What follows belongs to an exercise in optimizing a design on an open flow for small area; a production flow would make more cautious choices. In this exercise RTL edits were held to simulation tests only and were not proved equivalent to the original. Power is estimated from default activity; no workload was simulated.

==> flow/design.v (excerpt) <==
module csr_top
(
    input  wire         clk,
    input  wire         rst,
    input  wire         req_sel,
    input  wire         req_read,
    input  wire [15:0]  req_addr,
    input  wire [31:0]  req_wdat,
    output reg          rsp_dack,
    output reg  [31:0]  rsp_rdat,
    output wire [177:0] ctrlFields,
    input  wire [7:0]   curWavePosition
);
    localparam int N = 13;
    localparam logic [N*16-1:0] ADDRS = {
        16'h2F04, 16'h2F00, 16'h2054, 16'h2050, 16'h204C, 16'h2048,
        16'h2018, 16'h2014, 16'h2010, 16'h200C, 16'h2008, 16'h2004, 16'h2000
    };
    localparam logic [N*32-1:0] RESETS = {
        32'd8, 32'd11, 32'hFD78_0C32, 32'h0000_1000, 32'd0, 32'd0,
        32'd1000, 32'd0, 32'd1, 32'd0, 32'd0, 32'd1, 32'd1000
    };
    localparam logic [15:0] ADDR_WAVE = 16'h2058;
    logic [N-1:0] hit;
    logic         hitWave;
    logic         hitAny;
    always_comb
    begin
        for (int i = 0; i < N; i++)
            hit[i] = (req_addr == ADDRS[i*16 +: 16]);
    end
  ...
Size in the first run: ~1000 cells after synthesis, ~480 flip-flops, roughly 270 I/O pins, about 18000 um^2 of cells after synthesis.
Settings: LEC_CHECK=0, CAP_MARGIN=5, CORE_MARGIN=2, CORE_UTILIZATION=80, CTS_BUF_LIST=sky130_fd_sc_hd__clkbuf_8, CTS_CLUSTER_DIAMETER=60, CTS_CLUSTER_SIZE=18, SLEW_MARGIN=5; clock period 8.0 ns.
standard.sh (not shown) runs the stock make flow with config.mk's settings and CLKGATE_MAP_FILE= SYNTH_SCRIPT=/design/flow/synth_recipe.tcl, a recipe that flattens the netlist after the stock synthesis.
==> flow/flow/run.sh <==
#!/bin/bash
# Standard layout, with the smallest buffer on every input and output port.
set -euo pipefail
export BUFFER_PORTS_ARGS="-buffer_cell sky130_fd_sc_hd__buf_1"
bash standard.sh > standard_flow.log 2>&1
Edit:
--- a/flow/config.mk
+++ b/flow/config.mk
@@ -10,4 +10,4 @@
-export CORE_UTILIZATION = 80
-export CTS_BUF_LIST = sky130_fd_sc_hd__clkbuf_8
-export CTS_CLUSTER_DIAMETER = 60
-export CTS_CLUSTER_SIZE = 18
+export CORE_UTILIZATION = 70
+export CTS_BUF_LIST = sky130_fd_sc_hd__clkbuf_16
+export CTS_CLUSTER_DIAMETER = 50
+export CTS_CLUSTER_SIZE = 36
Via count shrinks by 0.99%.
Global-route usage drops by 2.8 points.
Count of clock-buffer cells in the layout came out higher by 6.
Wire length goes up by 4.3%.
Setup slack got worse by 0.022 ns.
First-iteration DRC count falls by 1.1%.
Combinational power is about the same.
Edit:
--- a/flow/config.mk
+++ b/flow/config.mk
@@ -8 +8 @@
-export CAP_MARGIN = 5
+export CAP_MARGIN = 20
@@ -11,4 +11,4 @@
-export CTS_BUF_LIST = sky130_fd_sc_hd__clkbuf_16
-export CTS_CLUSTER_DIAMETER = 50
-export CTS_CLUSTER_SIZE = 36
-export SLEW_MARGIN = 5
+export CTS_BUF_LIST = sky130_fd_sc_hd__clkbuf_8
+export CTS_CLUSTER_DIAMETER = 60
+export CTS_CLUSTER_SIZE = 18
+export SLEW_MARGIN = 20
The changed run ran to the end with no violations.
Synthesized area does not change.
Setup slack improves by 0.33 ns.
Flip-flop and latch count does not change.
Final cell count fell by 0.65%.
Total power went down by 15%.
Wire length is lower by 0.73%.
First-iteration DRC count goes up by 3.7%.
Final area fell by 3.5%.

---

## run 1
The RTL this note starts from:
==> flow/design.v <==
`timescale 1ns/1ps
`default_nettype none
module csr_top
(
    input  wire         clk,
    input  wire         rst,
    input  wire         req_sel,
    input  wire         req_read,
    input  wire [15:0]  req_addr,
    input  wire [31:0]  req_wdat,
    output reg          rsp_dack,
    output reg  [31:0]  rsp_rdat,
    output wire [177:0] ctrlFields,
    input  wire [7:0]   curWavePosition
);
    localparam int N = 13;
    localparam logic [N*16-1:0] ADDRS = {
        16'h2F04, 16'h2F00, 16'h2054, 16'h2050, 16'h204C, 16'h2048,
        16'h2018, 16'h2014, 16'h2010, 16'h200C, 16'h2008, 16'h2004, 16'h2000
    };
    localparam logic [N*32-1:0] RESETS = {
        32'd8, 32'd11, 32'hFD78_0C32, 32'h0000_1000, 32'd0, 32'd0,
        32'd1000, 32'd0, 32'd1, 32'd0, 32'd0, 32'd1, 32'd1000
    };
    localparam logic [15:0] ADDR_WAVE = 16'h2058;
    logic [N-1:0] hit;
    logic         hitWave;
    logic         hitAny;
    always_comb
    begin
        for (int i = 0; i < N; i++)
            hit[i] = (req_addr == ADDRS[i*16 +: 16]);
    end
    assign hitWave = (req_addr == ADDR_WAVE);
    assign hitAny  = (|hit) | hitWave;
    logic [31:0] dZero;
    logic [31:0] dOne;
    assign dZero = req_wdat & ~{32{rst}};
    assign dOne  = req_wdat | {32{rst}};
    logic [31:0] regs [N];
    for (genvar k = 0; k < N; k++)
    begin : g_word
        logic        load;
        logic [31:0] dIn;
        assign load = rst | (req_sel & ~req_read & hit[k]);
        for (genvar b = 0; b < 32; b++)
        begin : g_bit
            assign dIn[b] = RESETS[k*32 + b] ? dOne[b] : dZero[b];
        end
        always_ff @(posedge clk)
        begin
            if (load)
                regs[k] <= dIn;
        end
    end
    assign ctrlFields[177:162] = regs[0][15:0];
    assign ctrlFields[161:146] = regs[1][15:0];
    assign ctrlFields[145:130] = regs[4][15:0];
    assign ctrlFields[129:114] = regs[6][15:0];
    assign ctrlFields[113:98]  = regs[11][15:0];
    assign ctrlFields[97:90]   = regs[2][7:0];
    assign ctrlFields[89:82]   = regs[3][7:0];
    assign ctrlFields[81:74]   = regs[5][7:0];
    assign ctrlFields[73:66]   = regs[12][7:0];
    assign ctrlFields[65]      = regs[7][0];
    assign ctrlFields[64]      = regs[8][0];
    assign ctrlFields[63:32]   = regs[9];
    assign ctrlFields[31:0]    = regs[10];
    logic [7:0] posNow;
    logic [7:0] posOld;
    logic       rstPrev;
    always_ff @(posedge clk)
    begin
        posNow  <= curWavePosition;
        posOld  <= posNow;
        rstPrev <= rst;
    end
    logic          ackPend;
    logic [N:0]    selHot;
    always_ff @(posedge clk)
    begin
        ackPend <= req_sel & hitAny;
        selHot  <= {hitWave & ~rstPrev, hit};
    end
    logic [31:0] term [N+1];
    logic [31:0] grp [5];
    logic [31:0] rdMux;
    always_comb
    begin
        for (int i = 0; i < N; i++)
            term[i] = regs[i] & {32{selHot[i]}};
        term[N] = {24'b0, posOld & {8{selHot[N]}}};
        grp[0] = term[0] | term[1] | term[2];
        grp[1] = term[3] | term[4] | term[5];
        grp[2] = term[6] | term[7] | term[8];
        grp[3] = term[9] | term[10] | term[11];
        grp[4] = term[12] | term[13];
        rdMux = ~(~grp[0] & ~grp[1] & ~grp[2] & ~grp[3] & ~grp[4]);
    end
    always_ff @(posedge clk)
    begin
        rsp_dack <= ackPend & ~rst;
        rsp_rdat <= rdMux;
    end
endmodule
`default_nettype wire
==> flow/config.mk <==
export PLATFORM = sky130hd
export DESIGN_NAME = csr_top
export DESIGN_NICKNAME = csr_top
export VERILOG_FILES = /design/flow/design.v
export SDC_FILE = /design/flow/constraint.sdc
export NUM_CORES = 4
export LEC_CHECK = 0
export CAP_MARGIN = 20
export CORE_MARGIN = 2
export CORE_UTILIZATION = 70
export CTS_BUF_LIST = sky130_fd_sc_hd__clkbuf_16
export CTS_CLUSTER_DIAMETER = 80
export CTS_CLUSTER_SIZE = 32
export SLEW_MARGIN = 20
==> flow/constraint.sdc <==
create_clock -name core_clock -period 8.0 [get_ports {clk}]
set_input_delay 1.6000 -clock core_clock [delete_from_list [all_inputs] [get_ports {clk}]]
set_output_delay 1.6000 -clock core_clock [all_outputs]
set_load 0.01 [all_outputs]
Scripts as last shown in full above: flow/flow/run.sh
Run 1: no failed stages, no open violations at the end
> inputs changed (run 1 -> run 2)
Settings: removing CTS_CLUSTER_SIZE (formerly 32); setting ABC_AREA to 1 for the first time; changing CTS_BUF_LIST from sky130_fd_sc_hd__clkbuf_16 to sky130_fd_sc_hd__clkbuf_8; removing CTS_CLUSTER_DIAMETER (formerly 80).
- Power dissipated in combinational cells of run 1 is on par with run 2.
- Between run 1 and run 2, the met2 track demand over resource is higher for run 1.
- Between run 1 and run 2, the cell count went up.
- The wire length of the first global-routing pass in run 2 sits 6.2% above the value recorded for run 1.
The following lists how run 3 was set up differently from run 2:
Settings: changing CAP_MARGIN from 20 to 0; setting CTS_CLUSTER_SIZE to 18 for the first time; removing ABC_AREA (formerly 1); setting CTS_CLUSTER_DIAMETER to 60 for the first time; changing SLEW_MARGIN from 20 to 0; changing CORE_UTILIZATION from 70 to 85.
--- outcome ---
- Compared with run 2, in run 3 detail-routed via count per cell +22%, synthesized area per cell +about 22%, met1 wire length -20%, area inside the core boundary -about 20%.
- Register area share after synthesis ended up 1.4 points higher on run 3 than on run 2.
- In the tables for run 2 and run 3, global-route track usage on met2 reads lower with run 2.
- Worst hold-check slack ends up lower on run 2.
- NOTE: share of power burned in combinational logic in run 3 exceeds that of run 2
- Delay of the slowest cell on the worst path is lower on run 2
- Compared with run 2, run 3 ends up with a smaller final cell area.

[separate check: timing with driven ports]
In the flow no input, the clock included, has a driving cell. The finished layouts below were timed again as built, in two steps.
Step 1 (the two cells are an assumption about what drives the block):
set clk [get_ports {clk}]
set_driving_cell -lib_cell sky130_fd_sc_hd__clkbuf_16 $clk
set_driving_cell -lib_cell sky130_fd_sc_hd__buf_2 [delete_from_list [all_inputs] $clk]
Step 2, shift: input delay + t, output delay - t, t = (earliest + latest rising clock arrival at the registers) / 2. This alone moves slack from input paths to output paths.
Slacks: ideal ports / drivers / drivers and shift; pairs: ideal ports / drivers.
run | shift t [ns] | slack for setup (ns) | clock arrival spread, ns | worst slew at a driven data input, ns
the first run of note 1 | 0.645 | 4.419 / 4.442 / 3.796 | 0.029 / 0.029 | 0.04
the second run of note 1 | 0.577 | 4.398 / 4.428 / 3.851 | 0.019 / 0.020 | 0.04
the third run of note 1 | 0.657 | 4.724 / 4.744 / 4.086 | 0.015 / 0.015 | 0.04
run 1 | 0.584 | 4.672 / 4.698 / 4.114 | 0.040 / 0.040 | 0.04
run 2 | 0.616 | 4.537 / 4.545 / 3.929 | 0.038 / 0.038 | 0.04
run 3 | 0.638 | 4.407 / 4.425 / 3.787 | 0.025 / 0.024 | 0.05
After both steps every run listed still meets setup and hold. The setup slack of the third run of note 1, which loses most, moves by +0.020 ns with the drivers and by -0.638 ns with both steps.
